This design comes from an exercise in tuning for small area, a short achievable clock period and few clock cycles on the open sky130 flow, not from production work.
No run shown here included a check of the RTL's function; only the layout flow was run.

## flow/design.v (module list and top-level ports; edited modules follow where they fit)
// module systolic_ws_stream: 3866 lines
// module ws_booth_enc: 18 lines
// module ws_fa: 10 lines
// module ws_ha: 9 lines
module systolic_ws_stream (
    input  logic        clk,
    input  logic        rst,
    input  logic        start_i,
    input  logic        reuse_w_i,
    input  logic        w_valid_i,
    input  logic [31:0] w_data_i,
    output logic        w_ready_o,
    input  logic        a_valid_i,
    input  logic [31:0] a_data_i,
    input  logic        a_last_i,
    output logic        a_ready_o,
    output logic        o_valid_o,
    output logic [71:0] o_data_o,
    output logic        busy_o,
    output logic        done_o
);
  // ...
==> flow/flow/run.sh <==
#!/bin/bash
# Own layout flow: the standard ORFS flow (standard.sh, which also runs the
# standard synthesis unchanged), with one change: the buffers that ORFS puts on
# every input and output port are sky130_fd_sc_hd__buf_2 cells instead of the
# delay buffers it picks by default. Each make run logs to its own file here.
set -euo pipefail
bash standard.sh synth > synth.log 2>&1
bash standard.sh "BUFFER_PORTS_ARGS=-buffer_cell sky130_fd_sc_hd__buf_2" finish > layout.log 2>&1
==> flow/standard.sh <==
#!/bin/bash
# synth_recipe.tcl (not shown) runs the flow's synth.tcl, then flattens the netlist and writes it again
# the make line also repeats each setting of config.mk as NAME=value (left out here)
make -C /OpenROAD-flow-scripts/flow DESIGN_CONFIG=/design/flow/config.mk WORK_HOME=/design/flow/orfs CLKGATE_MAP_FILE= SYNTH_SCRIPT=/design/flow/synth_recipe.tcl "${@:-finish}"
==> flow/config.mk <==
export PLATFORM = sky130hd
export DESIGN_NAME = systolic_ws_stream
export DESIGN_NICKNAME = systolic_ws_stream
export VERILOG_FILES = /design/flow/design.v
export SDC_FILE = /design/flow/constraint.sdc
export NUM_CORES = 4
export LEC_CHECK = 0
export CAP_MARGIN = 20
export CORE_MARGIN = 2
export CORE_UTILIZATION = 40
export CTS_CLUSTER_DIAMETER = 120
export CTS_CLUSTER_SIZE = 25
export SETUP_SLACK_MARGIN = 4.47
export SLEW_MARGIN = 20
export SYNTH_HIERARCHICAL = 1
==> flow/constraint.sdc <==
create_clock -name core_clock -period 7.0 [get_ports {clk}]
set_input_delay 1.4000 -clock core_clock [delete_from_list [all_inputs] [get_ports {clk}]]
set_output_delay 1.4000 -clock core_clock [all_outputs]
set_load 0.01 [all_outputs]
==> metrics list, run 1 <==
- Most frequent cells in the layout: xnor2_1, fa_1, dfxtp_1
* Well-tap cell count: between 1,000 and 1,500
* Number of synthesis warnings: 19
- Non-filler instance count after layout: approximately 4,400
- The core region is between 90,000 and 100,000 um^2.
* Top cell type's share of synthesized area: 27.3%
- Metal3 WL: 10.0 mm
- Critical hold path startpoint: cut2c2_p1_0_q
- Combined area of the multi-input logic cells: 23,400 um^2
* Max clock buf depth: 3
- Post-synth ARST share: 2.04%
- Simple-gate portion of the synthesized area: around 2.7%
* Met3 Usage GRT: 4.60%
* Clock insertion delay at the later pin of the skew report: 0.62 ns
- Detailed placement HPWL: 72.3 mm
- In this run the critical register-to-register path is launched from cut1c3_p6_0_q.
- Once detail routing completed, the nets flagged for antenna violations numbered 0.
- The flow ran to the end and the layout has no timing, DRC or antenna violations.
- Global Route Usage Sum: 21.6%
- Buffer type at the clock tree root: clkbuf_16
- Met1 WL: roughly 46 mm
==> run 2, diff against run 1 <==
--- a/flow/design.v
+++ b/flow/design.v
@@ -10,54 +10,74 @@
     input  logic [31:0] a_data_i,
     input  logic        a_last_i,
     output logic        a_ready_o,
     output logic        o_valid_o,
     output logic [71:0] o_data_o,
     output logic        busy_o,
     output logic        done_o
 );
-    logic       busy_q, wRdy_q, aRdy_q, wOk_q, done_q;
+    logic       busy_q, wRdy_q, aRdy_q, done_q;
+    logic       busyN_q, wRdyN_q, aRdyN_q, doneN_q;
+    logic       wOk_q;
     logic [1:0] wCnt_q;
     logic       oValid_q;
     logic [2:0] vPipe_q, lPipe_q;
+    logic       busy, wRdy, aRdy, done;
     logic       startEv, wBeat, aBeat, wLast;
-    assign startEv = start_i & ~busy_q;
-    assign wBeat   = w_valid_i & wRdy_q;
-    assign aBeat   = a_valid_i & aRdy_q;
+    logic       busyNext, wRdyNext, aRdyNext;
+    assign busy    = ~busyN_q;
+    assign wRdy    = ~wRdyN_q;
+    assign aRdy    = ~aRdyN_q;
+    assign done    = ~doneN_q;
+    assign startEv = start_i & ~busy;
+    assign wBeat   = w_valid_i & wRdy;
+    assign aBeat   = a_valid_i & aRdy;
     assign wLast   = wBeat & (wCnt_q == 2'd3);
+    assign busyNext = startEv | (busy & ~done);
+    assign wRdyNext = startEv ? ~reuse_w_i : (wRdy & ~wLast);
+    assign aRdyNext = startEv ? reuse_w_i : ((aRdy & ~(aBeat & a_last_i)) | wLast);
     always_ff @(posedge clk or posedge rst) begin
         if (rst) begin
             busy_q   <= 1'b0;
             wRdy_q   <= 1'b0;
             aRdy_q   <= 1'b0;
+            done_q   <= 1'b0;
             wCnt_q   <= 2'd0;
             wOk_q    <= 1'b0;
             vPipe_q  <= '0;
             lPipe_q  <= '0;
             oValid_q <= 1'b0;
-            done_q   <= 1'b0;
         end else begin
-            if (startEv) begin
-                busy_q <= 1'b1;
-            end else if (done_q) begin
-                busy_q <= 1'b0;
-            end
-            wRdy_q <= startEv ? ~reuse_w_i : (wRdy_q & ~wLast);
-            aRdy_q <= startEv ? reuse_w_i : ((aRdy_q & ~(aBeat & a_last_i)) | wLast);
+            busy_q   <= busyNext;
+            wRdy_q   <= wRdyNext;
+            aRdy_q   <= aRdyNext;
+            done_q   <= lPipe_q[2];
             if (wBeat) begin
                 wCnt_q <= wCnt_q + 2'd1;
             end
             if (wLast) begin
                 wOk_q <= 1'b1;
             end
             vPipe_q  <= {vPipe_q[1:0], aBeat};
             lPipe_q  <= {lPipe_q[1:0], aBeat & a_last_i};
             oValid_q <= vPipe_q[2];
-            done_q   <= lPipe_q[2];
+        end
+    end
+    always_ff @(posedge clk or posedge rst) begin
+        if (rst) begin
+            busyN_q <= 1'b1;
+            wRdyN_q <= 1'b1;
+            aRdyN_q <= 1'b1;
+            doneN_q <= 1'b1;
+        end else begin
+            busyN_q <= ~busyNext;
+            wRdyN_q <= ~wRdyNext;
+            aRdyN_q <= ~aRdyNext;
+            doneN_q <= ~lPipe_q[2];
         end
     end
     assign w_ready_o = wRdy_q;
     assign a_ready_o = aRdy_q;
     assign busy_o    = busy_q;
     assign done_o    = done_q;
     assign o_valid_o = oValid_q;
     logic [7:0] wgt_q [4][4];
@@ -906,17 +926,17 @@
     logic c0s2_115;
     logic c0s2_116;
     logic c0s2_117;
     logic c0s2_118;
     logic c0s2_119;
     logic c0s2_120;
     logic c0s2_121;
     logic c0s2_122;
-    logic [8:0] c0Lo;
+    logic [6:0] c0Lo;
     ws_ha u_c0s2_1 (.a(cut1c0_p6_0_q), .b(cut1c0_p6_1_q), .s(c0s2_1), .co(c0s2_2));
     ws_fa u_c0s2_3 (.a(cut1c0_p7_0_q), .b(cut1c0_p7_1_q), .ci(cut1c0_p7_2_q), .s(c0s2_3), .co(c0s2_4));
     ws_ha u_c0s2_5 (.a(cut1c0_p7_3_q), .b(cut1c0_p7_4_q), .s(c0s2_5), .co(c0s2_6));
     ws_fa u_c0s2_7 (.a(cut1c0_p8_0_q), .b(cut1c0_p8_1_q), .ci(cut1c0_p8_2_q), .s(c0s2_7), .co(c0s2_8));
     ws_fa u_c0s2_9 (.a(cut1c0_p8_3_q), .b(cut1c0_p8_4_q), .ci(cut1c0_p8_5_q), .s(c0s2_9), .co(c0s2_10));
     ws_ha u_c0s2_11 (.a(cut1c0_p8_6_q), .b(cut1c0_p8_7_q), .s(c0s2_11), .co(c0s2_12));
     ws_fa u_c0s2_13 (.a(cut1c0_p9_0_q), .b(cut1c0_p9_1_q), .ci(cut1c0_p9_2_q), .s(c0s2_13), .co(c0s2_14));
     ws_ha u_c0s2_15 (.a(cut1c0_p9_3_q), .b(cut1c0_p9_4_q), .s(c0s2_15), .co(c0s2_16));
@@ -972,27 +992,29 @@
     ws_fa u_c0s2_107 (.a(c0s2_43), .b(c0s2_76), .ci(c0s2_77), .s(c0s2_107), .co(c0s2_108));
     ws_fa u_c0s2_109 (.a(c0s2_47), .b(c0s2_78), .ci(c0s2_79), .s(c0s2_109), .co(c0s2_110));
     ws_fa u_c0s2_111 (.a(c0s2_51), .b(c0s2_80), .ci(c0s2_81), .s(c0s2_111), .co(c0s2_112));
     ws_fa u_c0s2_113 (.a(c0s2_55), .b(c0s2_82), .ci(c0s2_83), .s(c0s2_113), .co(c0s2_114));
     ws_fa u_c0s2_115 (.a(c0s2_59), .b(c0s2_84), .ci(c0s2_85), .s(c0s2_115), .co(c0s2_116));
     ws_fa u_c0s2_117 (.a(c0s2_60), .b(c0s2_87), .ci(c0s2_86), .s(c0s2_117), .co(c0s2_118));
     ws_fa u_c0s2_119 (.a(c0s2_62), .b(c0s2_89), .ci(c0s2_88), .s(c0s2_119), .co(c0s2_120));
     ws_fa u_c0s2_121 (.a(cut1c0_p15_1_q), .b(c0s2_91), .ci(c0s2_90), .s(c0s2_121), .co(c0s2_122));
-    assign c0Lo = {1'b0, c0s2_104, c0s2_102, c0s2_100, c0s2_98, c0s2_96, c0s2_94, c0s2_93, cut1c0_p0_0_q} + {1'b0, c0s2_105, c0s2_103, c0s2_101, c0s2_99, c0s2_97, c0s2_95, cut1c0_p1_2_q, cut1c0_p0_1_q};
+    assign c0Lo = {1'b0, c0s2_100, c0s2_98, c0s2_96, c0s2_94, c0s2_93, cut1c0_p0_0_q} + {1'b0, c0s2_101, c0s2_99, c0s2_97, c0s2_95, cut1c0_p1_2_q, cut1c0_p0_1_q};
     logic cut2c0_cin_q;
-    always_ff @(posedge clk) cut2c0_cin_q <= c0Lo[8];
+    always_ff @(posedge clk) cut2c0_cin_q <= c0Lo[6];
     logic cut2c0_p0_0_q;
     logic cut2c0_p1_0_q;
     logic cut2c0_p2_0_q;
     logic cut2c0_p3_0_q;
     logic cut2c0_p4_0_q;
     logic cut2c0_p5_0_q;
     logic cut2c0_p6_0_q;
+    logic cut2c0_p6_1_q;
     logic cut2c0_p7_0_q;
+    logic cut2c0_p7_1_q;
     logic cut2c0_p8_0_q;
     logic cut2c0_p8_1_q;
     logic cut2c0_p9_0_q;
     logic cut2c0_p9_1_q;
     logic cut2c0_p10_0_q;
     logic cut2c0_p10_1_q;
     logic cut2c0_p11_0_q;
     logic cut2c0_p11_1_q;
@@ -1008,18 +1030,20 @@
     logic cut2c0_p16_1_q;
     always_ff @(posedge clk) begin
         cut2c0_p0_0_q <= c0Lo[0];
         cut2c0_p1_0_q <= c0Lo[1];
         cut2c0_p2_0_q <= c0Lo[2];
         cut2c0_p3_0_q <= c0Lo[3];
         cut2c0_p4_0_q <= c0Lo[4];
         cut2c0_p5_0_q <= c0Lo[5];
-        cut2c0_p6_0_q <= c0Lo[6];
-        cut2c0_p7_0_q <= c0Lo[7];
+        cut2c0_p6_0_q <= c0s2_102;
+        cut2c0_p6_1_q <= c0s2_103;
+        cut2c0_p7_0_q <= c0s2_104;
+        cut2c0_p7_1_q <= c0s2_105;
         cut2c0_p8_0_q <= c0s2_106;
         cut2c0_p8_1_q <= c0s2_107;
         cut2c0_p9_0_q <= c0s2_108;
         cut2c0_p9_1_q <= c0s2_109;
         cut2c0_p10_0_q <= c0s2_110;
         cut2c0_p10_1_q <= c0s2_111;
         cut2c0_p11_0_q <= c0s2_112;
         cut2c0_p11_1_q <= c0s2_113;
@@ -1842,17 +1866,17 @@
     logic c1s2_115;
     logic c1s2_116;
     logic c1s2_117;
     logic c1s2_118;
     logic c1s2_119;
     logic c1s2_120;
     logic c1s2_121;
     logic c1s2_122;
-    logic [8:0] c1Lo;
+    logic [6:0] c1Lo;
     ws_ha u_c1s2_1 (.a(cut1c1_p6_0_q), .b(cut1c1_p6_1_q), .s(c1s2_1), .co(c1s2_2));
     ws_fa u_c1s2_3 (.a(cut1c1_p7_0_q), .b(cut1c1_p7_1_q), .ci(cut1c1_p7_2_q), .s(c1s2_3), .co(c1s2_4));
     ws_ha u_c1s2_5 (.a(cut1c1_p7_3_q), .b(cut1c1_p7_4_q), .s(c1s2_5), .co(c1s2_6));
     ws_fa u_c1s2_7 (.a(cut1c1_p8_0_q), .b(cut1c1_p8_1_q), .ci(cut1c1_p8_2_q), .s(c1s2_7), .co(c1s2_8));
     ws_fa u_c1s2_9 (.a(cut1c1_p8_3_q), .b(cut1c1_p8_4_q), .ci(cut1c1_p8_5_q), .s(c1s2_9), .co(c1s2_10));
     ws_ha u_c1s2_11 (.a(cut1c1_p8_6_q), .b(cut1c1_p8_7_q), .s(c1s2_11), .co(c1s2_12));
     ws_fa u_c1s2_13 (.a(cut1c1_p9_0_q), .b(cut1c1_p9_1_q), .ci(cut1c1_p9_2_q), .s(c1s2_13), .co(c1s2_14));
     ws_ha u_c1s2_15 (.a(cut1c1_p9_3_q), .b(cut1c1_p9_4_q), .s(c1s2_15), .co(c1s2_16));
@@ -1908,27 +1932,29 @@
     ws_fa u_c1s2_107 (.a(c1s2_43), .b(c1s2_76), .ci(c1s2_77), .s(c1s2_107), .co(c1s2_108));
     ws_fa u_c1s2_109 (.a(c1s2_47), .b(c1s2_78), .ci(c1s2_79), .s(c1s2_109), .co(c1s2_110));
     ws_fa u_c1s2_111 (.a(c1s2_51), .b(c1s2_80), .ci(c1s2_81), .s(c1s2_111), .co(c1s2_112));
     ws_fa u_c1s2_113 (.a(c1s2_55), .b(c1s2_82), .ci(c1s2_83), .s(c1s2_113), .co(c1s2_114));
     ws_fa u_c1s2_115 (.a(c1s2_59), .b(c1s2_84), .ci(c1s2_85), .s(c1s2_115), .co(c1s2_116));
     ws_fa u_c1s2_117 (.a(c1s2_60), .b(c1s2_87), .ci(c1s2_86), .s(c1s2_117), .co(c1s2_118));
     ws_fa u_c1s2_119 (.a(c1s2_62), .b(c1s2_89), .ci(c1s2_88), .s(c1s2_119), .co(c1s2_120));
     ws_fa u_c1s2_121 (.a(cut1c1_p15_1_q), .b(c1s2_91), .ci(c1s2_90), .s(c1s2_121), .co(c1s2_122));
-    assign c1Lo = {1'b0, c1s2_104, c1s2_102, c1s2_100, c1s2_98, c1s2_96, c1s2_94, c1s2_93, cut1c1_p0_0_q} + {1'b0, c1s2_105, c1s2_103, c1s2_101, c1s2_99, c1s2_97, c1s2_95, cut1c1_p1_2_q, cut1c1_p0_1_q};
+    assign c1Lo = {1'b0, c1s2_100, c1s2_98, c1s2_96, c1s2_94, c1s2_93, cut1c1_p0_0_q} + {1'b0, c1s2_101, c1s2_99, c1s2_97, c1s2_95, cut1c1_p1_2_q, cut1c1_p0_1_q};
     logic cut2c1_cin_q;
-    always_ff @(posedge clk) cut2c1_cin_q <= c1Lo[8];
+    always_ff @(posedge clk) cut2c1_cin_q <= c1Lo[6];
     logic cut2c1_p0_0_q;
     logic cut2c1_p1_0_q;
     logic cut2c1_p2_0_q;
     logic cut2c1_p3_0_q;
     logic cut2c1_p4_0_q;
     logic cut2c1_p5_0_q;
     logic cut2c1_p6_0_q;
+    logic cut2c1_p6_1_q;
     logic cut2c1_p7_0_q;
+    logic cut2c1_p7_1_q;
     logic cut2c1_p8_0_q;
     logic cut2c1_p8_1_q;
     logic cut2c1_p9_0_q;
     logic cut2c1_p9_1_q;
     logic cut2c1_p10_0_q;
     logic cut2c1_p10_1_q;
     logic cut2c1_p11_0_q;
     logic cut2c1_p11_1_q;
@@ -1944,18 +1970,20 @@
     logic cut2c1_p16_1_q;
     always_ff @(posedge clk) begin
         cut2c1_p0_0_q <= c1Lo[0];
         cut2c1_p1_0_q <= c1Lo[1];
         cut2c1_p2_0_q <= c1Lo[2];
         cut2c1_p3_0_q <= c1Lo[3];
         cut2c1_p4_0_q <= c1Lo[4];
         cut2c1_p5_0_q <= c1Lo[5];
-        cut2c1_p6_0_q <= c1Lo[6];
-        cut2c1_p7_0_q <= c1Lo[7];
+        cut2c1_p6_0_q <= c1s2_102;
+        cut2c1_p6_1_q <= c1s2_103;
+        cut2c1_p7_0_q <= c1s2_104;
+        cut2c1_p7_1_q <= c1s2_105;
         cut2c1_p8_0_q <= c1s2_106;
         cut2c1_p8_1_q <= c1s2_107;
         cut2c1_p9_0_q <= c1s2_108;
         cut2c1_p9_1_q <= c1s2_109;
         cut2c1_p10_0_q <= c1s2_110;
         cut2c1_p10_1_q <= c1s2_111;
         cut2c1_p11_0_q <= c1s2_112;
         cut2c1_p11_1_q <= c1s2_113;
@@ -2778,17 +2806,17 @@
     logic c2s2_115;
     logic c2s2_116;
     logic c2s2_117;
     logic c2s2_118;
     logic c2s2_119;
     logic c2s2_120;
     logic c2s2_121;
     logic c2s2_122;
-    logic [8:0] c2Lo;
+    logic [6:0] c2Lo;
     ws_ha u_c2s2_1 (.a(cut1c2_p6_0_q), .b(cut1c2_p6_1_q), .s(c2s2_1), .co(c2s2_2));
     ws_fa u_c2s2_3 (.a(cut1c2_p7_0_q), .b(cut1c2_p7_1_q), .ci(cut1c2_p7_2_q), .s(c2s2_3), .co(c2s2_4));
     ws_ha u_c2s2_5 (.a(cut1c2_p7_3_q), .b(cut1c2_p7_4_q), .s(c2s2_5), .co(c2s2_6));
     ws_fa u_c2s2_7 (.a(cut1c2_p8_0_q), .b(cut1c2_p8_1_q), .ci(cut1c2_p8_2_q), .s(c2s2_7), .co(c2s2_8));
     ws_fa u_c2s2_9 (.a(cut1c2_p8_3_q), .b(cut1c2_p8_4_q), .ci(cut1c2_p8_5_q), .s(c2s2_9), .co(c2s2_10));
     ws_ha u_c2s2_11 (.a(cut1c2_p8_6_q), .b(cut1c2_p8_7_q), .s(c2s2_11), .co(c2s2_12));
     ws_fa u_c2s2_13 (.a(cut1c2_p9_0_q), .b(cut1c2_p9_1_q), .ci(cut1c2_p9_2_q), .s(c2s2_13), .co(c2s2_14));
     ws_ha u_c2s2_15 (.a(cut1c2_p9_3_q), .b(cut1c2_p9_4_q), .s(c2s2_15), .co(c2s2_16));
@@ -2844,27 +2872,29 @@
     ws_fa u_c2s2_107 (.a(c2s2_43), .b(c2s2_76), .ci(c2s2_77), .s(c2s2_107), .co(c2s2_108));
     ws_fa u_c2s2_109 (.a(c2s2_47), .b(c2s2_78), .ci(c2s2_79), .s(c2s2_109), .co(c2s2_110));
     ws_fa u_c2s2_111 (.a(c2s2_51), .b(c2s2_80), .ci(c2s2_81), .s(c2s2_111), .co(c2s2_112));
     ws_fa u_c2s2_113 (.a(c2s2_55), .b(c2s2_82), .ci(c2s2_83), .s(c2s2_113), .co(c2s2_114));
     ws_fa u_c2s2_115 (.a(c2s2_59), .b(c2s2_84), .ci(c2s2_85), .s(c2s2_115), .co(c2s2_116));
     ws_fa u_c2s2_117 (.a(c2s2_60), .b(c2s2_87), .ci(c2s2_86), .s(c2s2_117), .co(c2s2_118));
     ws_fa u_c2s2_119 (.a(c2s2_62), .b(c2s2_89), .ci(c2s2_88), .s(c2s2_119), .co(c2s2_120));
     ws_fa u_c2s2_121 (.a(cut1c2_p15_1_q), .b(c2s2_91), .ci(c2s2_90), .s(c2s2_121), .co(c2s2_122));
-    assign c2Lo = {1'b0, c2s2_104, c2s2_102, c2s2_100, c2s2_98, c2s2_96, c2s2_94, c2s2_93, cut1c2_p0_0_q} + {1'b0, c2s2_105, c2s2_103, c2s2_101, c2s2_99, c2s2_97, c2s2_95, cut1c2_p1_2_q, cut1c2_p0_1_q};
+    assign c2Lo = {1'b0, c2s2_100, c2s2_98, c2s2_96, c2s2_94, c2s2_93, cut1c2_p0_0_q} + {1'b0, c2s2_101, c2s2_99, c2s2_97, c2s2_95, cut1c2_p1_2_q, cut1c2_p0_1_q};
     logic cut2c2_cin_q;
-    always_ff @(posedge clk) cut2c2_cin_q <= c2Lo[8];
+    always_ff @(posedge clk) cut2c2_cin_q <= c2Lo[6];
     logic cut2c2_p0_0_q;
     logic cut2c2_p1_0_q;
     logic cut2c2_p2_0_q;
     logic cut2c2_p3_0_q;
     logic cut2c2_p4_0_q;
     logic cut2c2_p5_0_q;
     logic cut2c2_p6_0_q;
+    logic cut2c2_p6_1_q;
     logic cut2c2_p7_0_q;
+    logic cut2c2_p7_1_q;
     logic cut2c2_p8_0_q;
     logic cut2c2_p8_1_q;
     logic cut2c2_p9_0_q;
     logic cut2c2_p9_1_q;
     logic cut2c2_p10_0_q;
     logic cut2c2_p10_1_q;
     logic cut2c2_p11_0_q;
     logic cut2c2_p11_1_q;
@@ -2880,18 +2910,20 @@
     logic cut2c2_p16_1_q;
     always_ff @(posedge clk) begin
         cut2c2_p0_0_q <= c2Lo[0];
         cut2c2_p1_0_q <= c2Lo[1];
         cut2c2_p2_0_q <= c2Lo[2];
         cut2c2_p3_0_q <= c2Lo[3];
         cut2c2_p4_0_q <= c2Lo[4];
         cut2c2_p5_0_q <= c2Lo[5];
-        cut2c2_p6_0_q <= c2Lo[6];
-        cut2c2_p7_0_q <= c2Lo[7];
+        cut2c2_p6_0_q <= c2s2_102;
+        cut2c2_p6_1_q <= c2s2_103;
+        cut2c2_p7_0_q <= c2s2_104;
+        cut2c2_p7_1_q <= c2s2_105;
         cut2c2_p8_0_q <= c2s2_106;
         cut2c2_p8_1_q <= c2s2_107;
         cut2c2_p9_0_q <= c2s2_108;
         cut2c2_p9_1_q <= c2s2_109;
         cut2c2_p10_0_q <= c2s2_110;
         cut2c2_p10_1_q <= c2s2_111;
         cut2c2_p11_0_q <= c2s2_112;
         cut2c2_p11_1_q <= c2s2_113;
@@ -3714,17 +3746,17 @@
     logic c3s2_115;
     logic c3s2_116;
     logic c3s2_117;
     logic c3s2_118;
     logic c3s2_119;
     logic c3s2_120;
     logic c3s2_121;
     logic c3s2_122;
-    logic [8:0] c3Lo;
+    logic [6:0] c3Lo;
     ws_ha u_c3s2_1 (.a(cut1c3_p6_0_q), .b(cut1c3_p6_1_q), .s(c3s2_1), .co(c3s2_2));
     ws_fa u_c3s2_3 (.a(cut1c3_p7_0_q), .b(cut1c3_p7_1_q), .ci(cut1c3_p7_2_q), .s(c3s2_3), .co(c3s2_4));
     ws_ha u_c3s2_5 (.a(cut1c3_p7_3_q), .b(cut1c3_p7_4_q), .s(c3s2_5), .co(c3s2_6));
     ws_fa u_c3s2_7 (.a(cut1c3_p8_0_q), .b(cut1c3_p8_1_q), .ci(cut1c3_p8_2_q), .s(c3s2_7), .co(c3s2_8));
     ws_fa u_c3s2_9 (.a(cut1c3_p8_3_q), .b(cut1c3_p8_4_q), .ci(cut1c3_p8_5_q), .s(c3s2_9), .co(c3s2_10));
     ws_ha u_c3s2_11 (.a(cut1c3_p8_6_q), .b(cut1c3_p8_7_q), .s(c3s2_11), .co(c3s2_12));
     ws_fa u_c3s2_13 (.a(cut1c3_p9_0_q), .b(cut1c3_p9_1_q), .ci(cut1c3_p9_2_q), .s(c3s2_13), .co(c3s2_14));
     ws_ha u_c3s2_15 (.a(cut1c3_p9_3_q), .b(cut1c3_p9_4_q), .s(c3s2_15), .co(c3s2_16));
@@ -3780,27 +3812,29 @@
     ws_fa u_c3s2_107 (.a(c3s2_43), .b(c3s2_76), .ci(c3s2_77), .s(c3s2_107), .co(c3s2_108));
     ws_fa u_c3s2_109 (.a(c3s2_47), .b(c3s2_78), .ci(c3s2_79), .s(c3s2_109), .co(c3s2_110));
     ws_fa u_c3s2_111 (.a(c3s2_51), .b(c3s2_80), .ci(c3s2_81), .s(c3s2_111), .co(c3s2_112));
     ws_fa u_c3s2_113 (.a(c3s2_55), .b(c3s2_82), .ci(c3s2_83), .s(c3s2_113), .co(c3s2_114));
     ws_fa u_c3s2_115 (.a(c3s2_59), .b(c3s2_84), .ci(c3s2_85), .s(c3s2_115), .co(c3s2_116));
     ws_fa u_c3s2_117 (.a(c3s2_60), .b(c3s2_87), .ci(c3s2_86), .s(c3s2_117), .co(c3s2_118));
     ws_fa u_c3s2_119 (.a(c3s2_62), .b(c3s2_89), .ci(c3s2_88), .s(c3s2_119), .co(c3s2_120));
     ws_fa u_c3s2_121 (.a(cut1c3_p15_1_q), .b(c3s2_91), .ci(c3s2_90), .s(c3s2_121), .co(c3s2_122));
-    assign c3Lo = {1'b0, c3s2_104, c3s2_102, c3s2_100, c3s2_98, c3s2_96, c3s2_94, c3s2_93, cut1c3_p0_0_q} + {1'b0, c3s2_105, c3s2_103, c3s2_101, c3s2_99, c3s2_97, c3s2_95, cut1c3_p1_2_q, cut1c3_p0_1_q};
+    assign c3Lo = {1'b0, c3s2_100, c3s2_98, c3s2_96, c3s2_94, c3s2_93, cut1c3_p0_0_q} + {1'b0, c3s2_101, c3s2_99, c3s2_97, c3s2_95, cut1c3_p1_2_q, cut1c3_p0_1_q};
     logic cut2c3_cin_q;
-    always_ff @(posedge clk) cut2c3_cin_q <= c3Lo[8];
+    always_ff @(posedge clk) cut2c3_cin_q <= c3Lo[6];
     logic cut2c3_p0_0_q;
     logic cut2c3_p1_0_q;
     logic cut2c3_p2_0_q;
     logic cut2c3_p3_0_q;
     logic cut2c3_p4_0_q;
     logic cut2c3_p5_0_q;
     logic cut2c3_p6_0_q;
+    logic cut2c3_p6_1_q;
     logic cut2c3_p7_0_q;
+    logic cut2c3_p7_1_q;
     logic cut2c3_p8_0_q;
     logic cut2c3_p8_1_q;
     logic cut2c3_p9_0_q;
     logic cut2c3_p9_1_q;
     logic cut2c3_p10_0_q;
     logic cut2c3_p10_1_q;
     logic cut2c3_p11_0_q;
     logic cut2c3_p11_1_q;
@@ -3816,18 +3850,20 @@
     logic cut2c3_p16_1_q;
     always_ff @(posedge clk) begin
         cut2c3_p0_0_q <= c3Lo[0];
         cut2c3_p1_0_q <= c3Lo[1];
         cut2c3_p2_0_q <= c3Lo[2];
         cut2c3_p3_0_q <= c3Lo[3];
         cut2c3_p4_0_q <= c3Lo[4];
         cut2c3_p5_0_q <= c3Lo[5];
-        cut2c3_p6_0_q <= c3Lo[6];
-        cut2c3_p7_0_q <= c3Lo[7];
+        cut2c3_p6_0_q <= c3s2_102;
+        cut2c3_p6_1_q <= c3s2_103;
+        cut2c3_p7_0_q <= c3s2_104;
+        cut2c3_p7_1_q <= c3s2_105;
         cut2c3_p8_0_q <= c3s2_106;
         cut2c3_p8_1_q <= c3s2_107;
         cut2c3_p9_0_q <= c3s2_108;
         cut2c3_p9_1_q <= c3s2_109;
         cut2c3_p10_0_q <= c3s2_110;
         cut2c3_p10_1_q <= c3s2_111;
         cut2c3_p11_0_q <= c3s2_112;
         cut2c3_p11_1_q <= c3s2_113;
@@ -3839,30 +3875,30 @@
         cut2c3_p14_1_q <= c3s2_119;
         cut2c3_p15_0_q <= c3s2_120;
         cut2c3_p15_1_q <= c3s2_121;
         cut2c3_p16_0_q <= c3s2_122;
         cut2c3_p16_1_q <= c3s2_92;
     end
     logic [17:0] c0X, c0Y, c0S;
     assign c0X = {1'b1, cut2c0_p16_0_q, cut2c0_p15_0_q, cut2c0_p14_0_q, cut2c0_p13_0_q, cut2c0_p12_0_q, cut2c0_p11_0_q, cut2c0_p10_0_q, cut2c0_p9_0_q, cut2c0_p8_0_q, cut2c0_p7_0_q, cut2c0_p6_0_q, cut2c0_p5_0_q, cut2c0_p4_0_q, cut2c0_p3_0_q, cut2c0_p2_0_q, cut2c0_p1_0_q, cut2c0_p0_0_q};
-    assign c0Y = {1'b0, cut2c0_p16_1_q, cut2c0_p15_1_q, cut2c0_p14_1_q, cut2c0_p13_1_q, cut2c0_p12_1_q, cut2c0_p11_1_q, cut2c0_p10_1_q, cut2c0_p9_1_q, cut2c0_p8_1_q, 1'b0, 1'b0, 1'b0, 1'b0, 1'b0, 1'b0, 1'b0, 1'b0};
-    assign c0S = {c0X[17:8] + c0Y[17:8] + {9'd0, cut2c0_cin_q}, c0X[7:0]};
+    assign c0Y = {1'b0, cut2c0_p16_1_q, cut2c0_p15_1_q, cut2c0_p14_1_q, cut2c0_p13_1_q, cut2c0_p12_1_q, cut2c0_p11_1_q, cut2c0_p10_1_q, cut2c0_p9_1_q, cut2c0_p8_1_q, cut2c0_p7_1_q, cut2c0_p6_1_q, 1'b0, 1'b0, 1'b0, 1'b0, 1'b0, 1'b0};
+    assign c0S = {c0X[17:6] + c0Y[17:6] + {11'd0, cut2c0_cin_q}, c0X[5:0]};
     logic [17:0] c1X, c1Y, c1S;
     assign c1X = {1'b1, cut2c1_p16_0_q, cut2c1_p15_0_q, cut2c1_p14_0_q, cut2c1_p13_0_q, cut2c1_p12_0_q, cut2c1_p11_0_q, cut2c1_p10_0_q, cut2c1_p9_0_q, cut2c1_p8_0_q, cut2c1_p7_0_q, cut2c1_p6_0_q, cut2c1_p5_0_q, cut2c1_p4_0_q, cut2c1_p3_0_q, cut2c1_p2_0_q, cut2c1_p1_0_q, cut2c1_p0_0_q};
-    assign c1Y = {1'b0, cut2c1_p16_1_q, cut2c1_p15_1_q, cut2c1_p14_1_q, cut2c1_p13_1_q, cut2c1_p12_1_q, cut2c1_p11_1_q, cut2c1_p10_1_q, cut2c1_p9_1_q, cut2c1_p8_1_q, 1'b0, 1'b0, 1'b0, 1'b0, 1'b0, 1'b0, 1'b0, 1'b0};
-    assign c1S = {c1X[17:8] + c1Y[17:8] + {9'd0, cut2c1_cin_q}, c1X[7:0]};
+    assign c1Y = {1'b0, cut2c1_p16_1_q, cut2c1_p15_1_q, cut2c1_p14_1_q, cut2c1_p13_1_q, cut2c1_p12_1_q, cut2c1_p11_1_q, cut2c1_p10_1_q, cut2c1_p9_1_q, cut2c1_p8_1_q, cut2c1_p7_1_q, cut2c1_p6_1_q, 1'b0, 1'b0, 1'b0, 1'b0, 1'b0, 1'b0};
+    assign c1S = {c1X[17:6] + c1Y[17:6] + {11'd0, cut2c1_cin_q}, c1X[5:0]};
     logic [17:0] c2X, c2Y, c2S;
     assign c2X = {1'b1, cut2c2_p16_0_q, cut2c2_p15_0_q, cut2c2_p14_0_q, cut2c2_p13_0_q, cut2c2_p12_0_q, cut2c2_p11_0_q, cut2c2_p10_0_q, cut2c2_p9_0_q, cut2c2_p8_0_q, cut2c2_p7_0_q, cut2c2_p6_0_q, cut2c2_p5_0_q, cut2c2_p4_0_q, cut2c2_p3_0_q, cut2c2_p2_0_q, cut2c2_p1_0_q, cut2c2_p0_0_q};
-    assign c2Y = {1'b0, cut2c2_p16_1_q, cut2c2_p15_1_q, cut2c2_p14_1_q, cut2c2_p13_1_q, cut2c2_p12_1_q, cut2c2_p11_1_q, cut2c2_p10_1_q, cut2c2_p9_1_q, cut2c2_p8_1_q, 1'b0, 1'b0, 1'b0, 1'b0, 1'b0, 1'b0, 1'b0, 1'b0};
-    assign c2S = {c2X[17:8] + c2Y[17:8] + {9'd0, cut2c2_cin_q}, c2X[7:0]};
+    assign c2Y = {1'b0, cut2c2_p16_1_q, cut2c2_p15_1_q, cut2c2_p14_1_q, cut2c2_p13_1_q, cut2c2_p12_1_q, cut2c2_p11_1_q, cut2c2_p10_1_q, cut2c2_p9_1_q, cut2c2_p8_1_q, cut2c2_p7_1_q, cut2c2_p6_1_q, 1'b0, 1'b0, 1'b0, 1'b0, 1'b0, 1'b0};
+    assign c2S = {c2X[17:6] + c2Y[17:6] + {11'd0, cut2c2_cin_q}, c2X[5:0]};
     logic [17:0] c3X, c3Y, c3S;
     assign c3X = {1'b1, cut2c3_p16_0_q, cut2c3_p15_0_q, cut2c3_p14_0_q, cut2c3_p13_0_q, cut2c3_p12_0_q, cut2c3_p11_0_q, cut2c3_p10_0_q, cut2c3_p9_0_q, cut2c3_p8_0_q, cut2c3_p7_0_q, cut2c3_p6_0_q, cut2c3_p5_0_q, cut2c3_p4_0_q, cut2c3_p3_0_q, cut2c3_p2_0_q, cut2c3_p1_0_q, cut2c3_p0_0_q};
-    assign c3Y = {1'b0, cut2c3_p16_1_q, cut2c3_p15_1_q, cut2c3_p14_1_q, cut2c3_p13_1_q, cut2c3_p12_1_q, cut2c3_p11_1_q, cut2c3_p10_1_q, cut2c3_p9_1_q, cut2c3_p8_1_q, 1'b0, 1'b0, 1'b0, 1'b0, 1'b0, 1'b0, 1'b0, 1'b0};
-    assign c3S = {c3X[17:8] + c3Y[17:8] + {9'd0, cut2c3_cin_q}, c3X[7:0]};
+    assign c3Y = {1'b0, cut2c3_p16_1_q, cut2c3_p15_1_q, cut2c3_p14_1_q, cut2c3_p13_1_q, cut2c3_p12_1_q, cut2c3_p11_1_q, cut2c3_p10_1_q, cut2c3_p9_1_q, cut2c3_p8_1_q, cut2c3_p7_1_q, cut2c3_p6_1_q, 1'b0, 1'b0, 1'b0, 1'b0, 1'b0, 1'b0};
+    assign c3S = {c3X[17:6] + c3Y[17:6] + {11'd0, cut2c3_cin_q}, c3X[5:0]};
     logic [71:0] oData_q;
     always_ff @(posedge clk) begin
         oData_q <= {c3S, c2S, c1S, c0S};
     end
     assign o_data_o = oData_q;
 endmodule
 module ws_booth_enc (
     input  logic [7:0] a,
==> run 2 against run 1 <==
Critical path type is now reg -> out. Still clean. Area after synthesis grew 1.0%. Die area up 1.0%. Via count rose by 0.40%. Fmax is 5.6% higher. Routed wire length increased by 0.74%. Core utilization shrank 0.58 points.
==> metrics list, run 2 <==
- Worst Skew: 0.0283 ns (was 0.0372 ns)
- The clock-pin transition on the worst setup and hold timing paths is 0.10 ns (about the same).
* Row count: 116 (was 115)
* Post-Synthesis Cells: 3,237 (was 3,221)
* First-pass iteration count of the detailed router: 6 (unchanged)
* Number of placed I/O pins: 148 (unchanged)
* Met2 usage in global routing: 34.3% (was 34.0%)
- Total of max-cap violations: 0 (unchanged)
* Largest register FFs: 128 (unchanged)
- Die Wd: 321 um (was 320 um)
- Cell types with the highest counts after synthesis: dfxtp_1, xnor2_1, fa_1 (unchanged).
* DR WL/cell: 24.8 um (was 24.7 um)
- The violation count after the first detailed-route iteration came to 2,459 (was 2,496).
- EDFF count, synth: 128 (unchanged)
* Number of synthesis warnings: 19 (unchanged)
- CP startpoint kind: flip-flop (unchanged)
- The worst path buffer plus inverter count came to 1 (was 0).
* Post-synth ARST share: 2.58% (was 2.04%)
* Library cell contributing the largest single delay on the critical path: dfrtp_1 (was fa_1)
* Maximum number of pins on one net before global-route repair: 132 (was 129)
* Dpl cell area: 41,500 um^2 (was 41,100 um^2)
- Initial antenna violation count: 6 (was 9)
- Most frequent cells in the layout: xnor2_1, fa_1, dfxtp_1 (unchanged).
* Most common cell after layout, fill and taps aside: xnor2_1 (unchanged)
* Max FO, Critical Path: 1 (was 2)
* Clock buffers created by TritonCTS: 35 (was 34)
- The share of synthesized area occupied by flip-flops and latches came to 38.1% (was 37.8%).
- The core utilization of the finished layout was 42.7% (was 43.3%).
- The family with the most delay on the worst path is flip-flops (was adder cells).
- The number of hold-slack violations in the final timing report came to 0 (unchanged).
* Kind of critical path: reg -> out (was reg -> reg)
- The level count of the clock H-tree was 2 (unchanged).
- The number of synthesized register bits came to 698 (was 686).
- The layout overhead on the synthesized area was 5.90% (was 7.04%).
* Summed area of non-filler cells in the final layout: 42,700 um^2 (about the same)
- The CTS sink count is 698 (was 686).
- Vias per cell: 5.53 (about the same)
* CP Capture Type: output pin (was flip-flop)
- Worst path cell trace: buf_2 (was ha_1 > fa_2 > fa_1 > fa_1 > ha_2 > or3_1 > a211oi_2 > a21oi_1).
* Dominant register cell in the synthesized netlist: dfxtp_1 (unchanged)
- Classification of the worst-slack hold path: reg -> reg (unchanged)
* Max-slew headroom: 29.9% (was 32.9%)
- Global-route wire length before repair: 170 mm (was 167 mm)
- Stage delay of the slowest cell on the critical path: 0.39 ns (was 0.50 ns)
* Met3 Usage GRT: 3.62% (was 4.60%)
- The final wirelength was 111 mm (was 110 mm).
- The largest register by flop count is wgt_q (unchanged).
- Clock tree from TritonCTS: yes (unchanged)
- The peak-usage layer in the global routing report is met2 (unchanged).
- Total via count in the routed design: 24,600 (was 24,500)
- Count leader, synth: dfxtp_1 (unchanged)
* Buffer type at the clock tree root: clkbuf_16 (unchanged)
- The post-detailed-route DRC marker count came to 0 (unchanged).
- The transition time at the pin with the least slew margin was 1.05 ns (was 1.01 ns).
* Critical hold path startpoint: cut2c0_p1_0_q (was cut2c2_p1_0_q)
- The total setup violations reported at the end of the flow came to 0 (unchanged).
- The layout net count was 3,845 (was 3,835).
* Detailed placement HPWL: 73.1 mm (was 72.3 mm)
- Required time of the worst setup path: 5.60 ns (was 7.51 ns)
- Effective utilization at floorplan: 40.3% (was 40.4%)
- The overall overflow remaining after global route came to 0 (unchanged).
* Time the final worst path needs with I/O delays and setup: 2.53 ns (was 2.67 ns)
* Count of final max-slew check failures: 0 (unchanged)
* Sum of negative setup slack: 0 ns (unchanged)
- RSZ-0062 raised after global routing: yes (unchanged).
* Post-Synthesis Net Count: 3,949 (was 3,933)
* Ratio of cells with drive above 1 in the final layout: 8.91% (was 10.3%)
* Reg-to-reg startpoint: neg_q[3][2] (was cut1c3_p6_0_q)
- Die Footprint: 103,000 um^2 (was 102,000 um^2)
- The highest achievable clock rate came to 0.395 GHz (was 0.374 GHz).
- Core Footprint: 100,000 um^2 (was 98,700 um^2)
* Arrival @ worst endpoint: 1.13 ns (was 3.18 ns)
- Global Route Usage Sum: 21.8% (was 21.6%)
* GP Congestion: 0.833 (was 0.844)
- Number of distinct standard cells referenced by the synthesized netlist: 59 (was 51)
- The routing usage on met1 is 31.1% (was 29.7%).
- The number of antenna-violating nets in the routed design is 0 (unchanged).
- The most area-hungry cell type in the Yosys netlist was dfxtp_1 (unchanged).
- The buffer levels on the longest clock path is 3 (unchanged).
- Synthesized area divided by synthesized cell count: 12.5 um^2 (was 12.4 um^2)
* Result of the run: timing/DRC/antenna clean (unchanged)
- Buffers added on ports: 147 (unchanged)
- The netlist area before placement is 40,300 um^2 (was 39,900 um^2).
- Top cell type's share of synthesized area: 27.4% (was 27.3%)
- Final cycle utilization of the critical path: 36.2% (was 38.2%)
- Vias in the first global route: 26,200 (was 26,100)
* Crit path from: done_q (was cut1c3_p6_0_q)
- Fill count: 9,262 (was 9,153)
* Clock insertion delay at the later pin of the skew report: 0.60 ns (was 0.62 ns)
- Registers with the most flip-flops: wgt_q x128, oData_q x72 (unchanged)
- Die H: 321 um (was 320 um)
- Top post-synthesis cells by area: dfxtp_1, fa_1, xnor2_1 (unchanged).
==> run 2: cell types whose count changed in the layout (fill, tap and decap cells not counted), moves of 7 or more <==
cell and delta:
dfxtp_1 +18, ha_1 +17, nor2_1 -17, a21oi_1 +16
ha_4 -15, a21o_1 +9, dfxtp_4 -8, a21oi_2 -7
==> run 2: timing repair <==
action                     in CTS  in global routing
hold buffers                    0                  0
hold endpoints to repair        0                  0
resized for setup              23                  9
setup endpoints to repair     132                 37
setup buffers                   0                  0
gates cloned                    0                  0
==> run 2: per-module statistics from Yosys (local to each module, per instance) <==
| module | copies in the design | flops+latches |
|---|---|---|
| ws_fa | 508 | 0 |
| ws_ha | 44 | 0 |
| ws_booth_enc | 4 | 0 |
| systolic_ws_stream | 1 | 698 |
==> run 2: final timing paths <==
| check | endpoint | slack, ns | depth (start not counted) |
|---|---|---|---|
| hold reg to reg | oData_q[1] | 0.33 | 0 |
| setup / recovery | done_o | 4.47 | 1 |
| max in group asynchronous | wCnt_q[0] | 5.69 | 2 |
| min in group asynchronous | wCnt_q[1] | 0.88 | 2 |
| setup reg to reg | cut1c2_p9_5_q | 4.50 | 4 |
| hold / removal | oData_q[1] | 0.33 | 0 |
==> run 2: metrics by stage <==
step	setup slack [ns]	hold slack [ns]	std cells
2_1_floorplan	3.01	0.310	3237
3_3_place_gp	4.11	0.313	4394
3_5_place_dp	4.08	0.312	4394
4_1_cts	4.43	0.332	4451
5_1_grt	4.43	0.339	4451
6_report	4.47	0.330	4453
==> run 2: kinds of logic after synthesis <==
logic type	share of synthesized area, %
DFF	38.1
AOI/OAI and AO/OA	11.6
adders and majority gates	29.6
xor gates and xnor gates	13.7
buffers and inverters	4.42
and+or+nand+nor	2.55
muxes	0.0776
==> run 2: per-layer routing <==
metal,wire (um),vias to the layer above,part of all wire (%)
met5,0,-,0
met4,3030,0,2.7
met3,9860,171,8.9
met2,50200,1254,45
met1,47400,12600,43
li1,-,10600,-
==> run 2: layout make-up <==
cell class | instances | area, um^2 | area share [%]
sequential | 698 | 15500 | 36.2
multi-input combinational | 2129 | 23200 | 54.3
clock buffer | 51 | 1000 | 2.34
timing repair buffer | 176 | 1010 | 2.37
tap | 1298 | 1620 | 3.80
antenna | 2 | 5.00 | 0.0117
inverter | 93 | 349 | 0.818
clock inverter | 6 | 60.1 | 0.141
==> run 3, diff against run 2 <==
--- a/flow/config.mk
+++ b/flow/config.mk
@@ -10,6 +10,6 @@
 export CORE_UTILIZATION = 40
 export CTS_CLUSTER_DIAMETER = 120
 export CTS_CLUSTER_SIZE = 25
-export SETUP_SLACK_MARGIN = 4.47
+export SETUP_SLACK_MARGIN = 4.52
 export SLEW_MARGIN = 20
 export SYNTH_HIERARCHICAL = 1
==> run 3 against run 2 <==
Area after synthesis unchanged. Critical path type unchanged. Final area up 0.55%. Non-clock buffer count up 1. Worst setup slack better by 0.0030 ns.
==> metrics list, run 3 <==
- Total via count in the routed design: 24,700 (was 24,600)
* Final Routed Wirelength: 111 mm (about the same)
* Most frequent cells in the layout: xnor2_1, fa_1, dfxtp_1 (unchanged)
- Buffers added on ports: 147 (unchanged)
* DR WL/cell: 24.9 um (was 24.8 um)
* Maximum number of pins on one net before global-route repair: 132 (unchanged)
- The layout cell share with drive strength beyond 1 is 9.86% (was 8.91%).
- The final weighted congestion in routability-driven placement came to 0.833 (unchanged).
- The endpoint of the worst hold-timing path was oData_q[1] (unchanged).
* Core Footprint: 100,000 um^2 (unchanged)
- Clock slew at the register clock pins of the worst setup and hold paths: 0.10 ns (about the same)
- RSZ-0062 raised after global routing: yes (unchanged)
- The capturing element type of the critical path was an output pin (unchanged).
- Worst path cell trace: buf_2 (unchanged).
* Cell types with the highest counts after synthesis: dfxtp_1, xnor2_1, fa_1 (unchanged)
- Congestion Overflow GR: 0 (unchanged)
- The endpoint of the worst register-to-register path is cut2c0_p9_1_q (was cut1c2_p9_5_q).
- Die Wd: 321 um (unchanged)
- Number of distinct standard cells referenced by the synthesized netlist: 59 (unchanged)
- The share of synthesized area occupied by flip-flops and latches came to 38.1% (unchanged).
- The violation count after the first detailed-route iteration was 2,600 (was 2,459).
- The core utilization of the finished layout was 42.9% (was 42.7%).
- Number of hold-repair buffers added at the cts stage: 0 (unchanged)
- The total area of sequential cells was 15,500 um^2 (about the same).
- The number of synthesized register bits was 698 (unchanged).
* Buffer type at the clock tree root: clkbuf_16 (unchanged)
- Count of final max-slew check failures: 0 (unchanged)
- Worst Skew: 0.0268 ns (was 0.0283 ns)
- The initial antenna violation count was 5 (was 6).
- The headroom to the max-slew limit is 32.7% (was 29.9%).
- The launching element type of the critical path is a flip-flop (unchanged).
- The layout net count was 3,846 (was 3,845).
- The reg-to-reg critical path startpoint is cut1c0_p8_0_q (was neg_q[3][2]).
- The area of the die is 103,000 um^2 (unchanged).
* Transition time at the pin with the least slew margin: 1.01 ns (was 1.05 ns)
- The part of the cycle the worst path needs came to 36.1% (was 36.2%).
* Registers with the most flip-flops: wgt_q x128, oData_q x72 (unchanged)
* Sum of negative setup slack: 0 ns (unchanged)
- Top cell type's share of synthesized area: 27.4% (unchanged)
* Register with the highest flop count: wgt_q (unchanged)
- Dpl cell area: 41,500 um^2 (unchanged)
* Synthesized area divided by synthesized cell count: 12.5 um^2 (unchanged)
* Critical hold path startpoint: cut2c0_p1_0_q (unchanged)
- Die H: 321 um (unchanged)
- Top post-synthesis cells by area: dfxtp_1, fa_1, xnor2_1 (unchanged).
- The worst-path cell with the longest stage delay was dfrtp_1 (unchanged).
* Worst hold stages: 0 (unchanged)
* Max clock buf depth: 3 (unchanged)
* Effective utilization at floorplan: 40.3% (unchanged)
* Summed area of non-filler cells in the final layout: 42,900 um^2 (was 42,700 um^2)
- Max FO, Critical Path: 1 (unchanged)
- The cell with the most instances after synthesis was dfxtp_1 (unchanged).
* Clock tree from TritonCTS: yes (unchanged)
* Number of synthesis warnings: 19 (unchanged)
- Arrival @ worst endpoint: 1.13 ns (about the same)
- The flip-flop cell with the highest count after synthesis is dfxtp_1 (unchanged).
* First-pass iteration count of the detailed router: 6 (unchanged)
- Classification of the worst-slack hold path: reg -> reg (unchanged)
- Row count: 116 (unchanged)
- The category of the most critical setup path is reg -> out (unchanged).
- The level count of the clock H-tree is 2 (unchanged).
- Post-route DRC: 0 (unchanged)
- The total stage count of the critical path was 1 (unchanged).
* Vias per cell: 5.55 (was 5.53)
- The global-route wire length before repair was 170 mm (about the same).
- Time the final worst path needs with I/O delays and setup: 2.53 ns (about the same)
* Number of routed nets with antenna violations: 0 (unchanged)
- The total CTS buffers is 35 (unchanged).
- The most common cell after layout, fill and taps aside is xnor2_1 (unchanged).
- Sinks on the clock net: 698 (unchanged)
- The final HPWL from detailed placement was 73.1 mm (unchanged).
* Required time of the worst setup path: 5.60 ns (about the same)
- The highest achievable clock rate is 0.395 GHz (about the same).
* Fill count: 9,238 (was 9,262)
- Total of max-cap violations: 0 (unchanged)
- EDFF count, synth: 128 (unchanged)
* Result of the run: timing/DRC/antenna clean (unchanged)
* Synthesized cell area: 40,300 um^2 (unchanged)
* Post-synth ARST share: 2.58% (unchanged)
- Number of buffer and inverter stages on the critical path: 1 (unchanged)
* Stage delay of the slowest cell on the critical path: 0.39 ns (about the same)
- The multi-input logic area is 23,200 um^2 (about the same).
- The cell depth of the worst flop-to-flop path was 4 (unchanged).
* Number of placed I/O pins: 148 (unchanged)
- Cell family with most CP delay: flip-flops (unchanged)
* Setup slack of the most critical reg-to-reg path: 4.56 ns (was 4.50 ns)
* Final setup violation count: 0 (unchanged)
- The flip-flop count of the largest register after layout is 128 (unchanged).
- Post-Synthesis Net Count: 3,949 (unchanged)
- Post-Synthesis Cells: 3,237 (unchanged)
- Area grow syn2layout: 6.49% (was 5.90%)
* Vias in the first global route: 26,200 (about the same)
* Global Route Usage Sum: 21.8% (about the same)
- The number of hold-slack violations in the final timing report was 0 (unchanged).
- The most area-hungry cell type in the Yosys netlist is dfxtp_1 (unchanged).
* Clock insertion delay at the later pin of the skew report: 0.60 ns (about the same)
run 3: how the worst max path moves through the flow:
stage / end / start / slack, ns
final: done_o / done_q / 4.47
after global routing: busy_o / busy_q / 4.43
after CTS: busy_o / busy_q / 4.43
after detailed placement: wRdy_q / w_valid_i / 4.08
after global placement: wRdy_q / w_valid_i / 4.11
after floorplan: wRdy_q / w_valid_i / 3.01
run 3: through the flow:
step / hold WS [ns] / worst slack, ns / std cells
final: 0.330 / 4.47 / 4455
after global routing: 0.339 / 4.43 / 4452
after CTS: 0.332 / 4.43 / 4451
after detailed placement: 0.312 / 4.08 / 4394
after global placement: 0.313 / 4.11 / 4394
after floorplan: 0.310 / 3.01 / 3237
run 3: what timing repair did:
item,CTS,global route
hold endpoints to repair,0,0
gates resized for setup,47,52
setup endpoints to repair,197,76
buffers inserted,0,1
run 3: cell type report:
type	count	area share, %
well taps	1298	3.78
inverters	93	0.813
multi-input cells	2129	54.0
clock inverters	6	0.140
repair buffers	177	2.81
clock buffers	51	2.33
diodes	3	0.0175
flip-flops and latches	698	36.1
run 3: layer usage:
layer  global-route usage, %  wire length (um)  vias to the layer above
met5                       0                 0                        -
met4                    6.04              3040                        0
met3                    3.62              9840                      186
met2                    34.3             50400                     1260
met1                    31.1             47700                    12700
li1                        -                 -                    10600
run 3: cells by family after synthesis:
family                   synth area share, %
AO/OA/AOI/OAI                           11.6
flip-flops                              38.1
multiplexers                          0.0776
AND/OR/NAND/NOR                         2.55
adder cells (fa/ha/maj)                 29.6
buffers and inverters                   4.42
XOR/XNOR                                13.7
run 3: per-module statistics from Yosys, one instance, submodules excluded:
module / flops+latches / cells inside / times used
ws_fa: 0 / 1 / 508
ws_booth_enc: 0 / 18 / 4
systolic_ws_stream: 698 / 2613 / 1
ws_ha: 0 / 1 / 44
==> run 4, diff against run 3 <==
--- a/flow/config.mk
+++ b/flow/config.mk
@@ -5,11 +5,11 @@
 export SDC_FILE = /design/flow/constraint.sdc
 export NUM_CORES = 4
 export LEC_CHECK = 0
-export CAP_MARGIN = 20
+export CAP_MARGIN = 5
 export CORE_MARGIN = 2
 export CORE_UTILIZATION = 40
 export CTS_CLUSTER_DIAMETER = 120
 export CTS_CLUSTER_SIZE = 25
-export SETUP_SLACK_MARGIN = 4.52
-export SLEW_MARGIN = 20
+export SETUP_SLACK_MARGIN = 4.47
+export SLEW_MARGIN = 5
 export SYNTH_HIERARCHICAL = 1
==> run 4 against run 3 <==
Highest routed layer unchanged. Still clean on timing, DRC and antenna. Area after synthesis did not move. Worst setup slack got worse by 0.0030 ns. Critical path depth did not move. Final area fell by 0.55%. Non-clock buffer count fell by 1.
==> metrics list, run 4 <==
- Result of the run: timing/DRC/antenna clean (unchanged)
- The level count of the clock H-tree was 2 (unchanged).
- Sinks on the clock net: 698 (unchanged)
- The violation count after the first detailed-route iteration was 2,459 (was 2,600).
* Core Footprint: 100,000 um^2 (unchanged)
- The number of antenna-violating nets in the routed design is 0 (unchanged).
* RSZ-0062 raised after global routing: yes (unchanged)
- Worst path cell trace: buf_2 (unchanged).
* Count leader, synth: dfxtp_1 (unchanged)
- The number of enable flip-flop cells after synthesis was 128 (unchanged).
- Clock tree from TritonCTS: yes (unchanged)
* Dpl cell area: 41,500 um^2 (unchanged)
- Detailed placement HPWL: 73.1 mm (unchanged)
- The clock skew came to 0.0283 ns (was 0.0268 ns).
* First-pass iteration count of the detailed router: 6 (unchanged)
- The flip-flop cell with the highest count after synthesis was dfxtp_1 (unchanged).
- Setup bufs post-CTS: 0 (unchanged)
* Arrival @ worst endpoint: 1.13 ns (about the same)
- Number of buffer and inverter stages on the critical path: 1 (unchanged)
- Ratio of cells with drive above 1 in the final layout: 8.91% (was 9.86%)
- Required time of the worst setup path: 5.60 ns (about the same)
- Setup slack of the most critical reg-to-reg path: 4.50 ns (was 4.56 ns)
- Share of the yosys chip area belonging to registers: 38.1% (unchanged)
- Register with the highest flop count: wgt_q (unchanged)
- The number of port buffers is 147 (unchanged).
* Top cell type's share of synthesized area: 27.4% (unchanged)
- R2r worst-path depth: 4 (unchanged)
- Post-Synthesis Net Count: 3,949 (unchanged)
- The number of warnings issued by yosys was 19 (unchanged).
- Count of final max-slew check failures: 0 (unchanged)
- The final weighted congestion in routability-driven placement was 0.833 (unchanged).
* DR WL/cell: 24.8 um (was 24.9 um)
- Top post-synthesis cells by area: dfxtp_1, fa_1, xnor2_1 (unchanged).
- The final setup slack of the worst path is 4.47 ns (about the same).
- The die width was 321 um (unchanged).
- Number of placed I/O pins: 148 (unchanged)
- Global Route Usage Sum: 21.8% (about the same)
- Hold Violations, Final: 0 (unchanged)
* Buffer type at the clock tree root: clkbuf_16 (unchanged)
* Clock slew at the register clock pins of the worst setup and hold paths: 0.10 ns (about the same)
- Max clock buf depth: 3 (unchanged)
* Congestion Overflow GR: 0 (unchanged)
- The mean post-synth cell area is 12.5 um^2 (unchanged).
- Registers with the most flip-flops: wgt_q x128, oData_q x72 (unchanged)
- The post-detailed-route DRC marker count was 0 (unchanged).
- The clock latency of the later-clocked register in the worst-skew pair was 0.60 ns (about the same).
- The layout overhead on the synthesized area was 5.90% (was 6.49%).
* CP Capture Type: output pin (unchanged)
* Minimum setup slack after placement: 4.08 ns (unchanged)
* Transition time at the pin with the least slew margin: 1.05 ns (was 1.01 ns)
- The largest net degree at the start of global routing was 132 (unchanged).
- The largest stage delay on the critical path came to 0.39 ns (about the same).
- Crit path from: done_q (unchanged)
* Maximum achievable frequency: 0.395 GHz (about the same)
- Max FO, Critical Path: 1 (unchanged)
- Clock buffers created by TritonCTS: 35 (unchanged)
- Reg-to-reg startpoint: neg_q[3][2] (was cut1c0_p8_0_q)
* Vias in the first global route: 26,200 (about the same)
- Library cell contributing the largest single delay on the critical path: dfrtp_1 (unchanged)
- Time the final worst path needs with I/O delays and setup: 2.53 ns (about the same)
* Post-Synthesis Cells: 3,237 (unchanged)
- The most common cell after layout, fill and taps aside is xnor2_1 (unchanged).
* Initial antenna violation count: 6 (was 5)
- Most frequent cells in the layout: xnor2_1, fa_1, dfxtp_1 (unchanged)
- Non-filler instance count after layout: 4,453 (was 4,455)
- Cell types with the highest counts after synthesis: dfxtp_1, xnor2_1, fa_1 (unchanged)
- The capturing instance or port of the critical path is done_o (unchanged).
* Row count: 116 (unchanged)
- The summed area of non-filler cells in the final layout came to 42,700 um^2 (was 42,900 um^2).
* Effective utilization at floorplan: 40.3% (unchanged)
* Synth Register Bits: 698 (unchanged)
- The family with the most delay on the worst path was flip-flops (unchanged).
* Classification of the worst-slack hold path: reg -> reg (unchanged)
- Total of max-cap violations: 0 (unchanged)
* Most area-hungry cell type in the Yosys netlist: dfxtp_1 (unchanged)
- The final wirelength was 111 mm (about the same).
- The core utilization of the finished layout was 42.7% (was 42.9%).
- Largest register FFs: 128 (unchanged)
* Synthesized cell area: 40,300 um^2 (unchanged)
- The per-cell via count in the routed design is 5.53 (was 5.55).
- The layout net count is 3,845 (was 3,846).
* Reg-to-Reg End: cut1c2_p9_5_q (was cut2c0_p9_1_q)
- The setup TNS after final layout was 0 ns (unchanged).
- Post-synth ARST share: 2.58% (unchanged)
- Die Footprint: 103,000 um^2 (unchanged)
- The launching element type of the critical path was a flip-flop (unchanged).
* Crit. path cell count: 1 (unchanged)
* Placed Cells: 4,394 (unchanged)
- Max-slew headroom: 29.9% (was 32.7%)
- The category of the most critical setup path is reg -> out (unchanged).
* Number of distinct standard cells referenced by the synthesized netlist: 59 (unchanged)
* Final setup violation count: 0 (unchanged)
* Die H: 321 um (unchanged)
- The global-route wire length before repair was 170 mm (about the same).
- Total via count in the routed design: 24,600 (was 24,700)
- The part of the cycle the worst path needs came to 36.2% (was 36.1%).
run 4: worst min-delay path by stage:
stage	startpoint	end	slack, ns	cells past startpoint
floorplan	cut2c0_p0_0_q	oData_q[0]	0.31	0
global placement	cut2c0_p2_0_q	oData_q[2]	0.31	0
detailed placement	cut2c0_p4_0_q	oData_q[4]	0.31	0
CTS	cut2c0_p1_0_q	oData_q[1]	0.33	0
global route	cut2c2_p2_0_q	oData_q[38]	0.34	0
finish	cut2c0_p1_0_q	oData_q[1]	0.33	0
run 4: metal layers:
layer / track usage [%] / up-vias / wire length, um
li1: - / 10600 / -
met5: 0 / - / 0
met3: 3.62 / 171 / 9860
met4: 6.03 / 0 / 3030
met2: 34.3 / 1254 / 50200
met1: 31.1 / 12600 / 47400
run 4: timing repair:
item                                    in CTS  in global routing
gates resized for setup                     23                  9
hold buffers                                 0                  0
endpoints found under the setup margin     132                 37
run 4: modules after synthesis (local to each module, per instance):
module,cell area [um^2],copies in the design
ws_booth_enc,124,4
ws_fa,20.0,508
systolic_ws_stream,29100,1
ws_ha,12.5,44
run 4: cells by family after synthesis:
family	Yosys count	share of synthesized area, %
compound gates	653	11.6
xor+xnor	632	13.7
fa+ha+maj	641	29.6
buf+inv	410	4.42
flops	698	38.1
mux	3	0.0776
simple gates	200	2.55
run 4: final cells by class:
type	instances	area (um^2)
Clock inverter	6	60.1
Tap cell	1298	1620
Antenna cell	2	5.00
Inverter	93	349
Timing Repair Buffer	176	1010
Clock buffer	51	1000
Sequential cell	698	15500
Fill cell	9262	57300
Multi-Input combinational cell	2129	23200
run 4: per-stage QoR:
stage          hold slack (ns)
6_report                 0.330
5_1_grt                  0.339
4_1_cts                  0.332
3_5_place_dp             0.312
3_3_place_gp             0.313
2_1_floorplan            0.310

[afterwards: timing with drivers on the ports]
Ports are ideal in the flow. The routed layouts listed here were re-timed in OpenROAD.
Step 1 (the two cells are an assumption about what drives the block):
set clk [get_ports {clk}]
set_driving_cell -lib_cell sky130_fd_sc_hd__clkbuf_16 $clk
set_driving_cell -lib_cell sky130_fd_sc_hd__buf_2 [delete_from_list [all_inputs] $clk]
Step 2, shift: input delay + t, output delay - t, t = (earliest + latest rising clock arrival at the registers) / 2. This alone moves slack from input paths to output paths.
Slacks: ideal / step 1 / step 2; pairs: ideal / step 1.
| run | t, ns | setup slack, ns | worst register clock-pin slew, ns | pins driven straight from the clock port |
|---|---|---|---|---|
| run 1 | 0.668 | 4.326 / 4.326 / 4.277 | 0.11 / 0.11 | 1 |
| run 2 | 0.660 | 4.468 / 4.396 / 4.198 | 0.11 / 0.11 | 1 |
| run 3 | 0.659 | 4.471 / 4.399 / 4.204 | 0.11 / 0.11 | 1 |
| run 4 | 0.660 | 4.468 / 4.396 / 4.198 | 0.11 / 0.11 | 1 |
After both steps setup and hold are still met in every run listed.
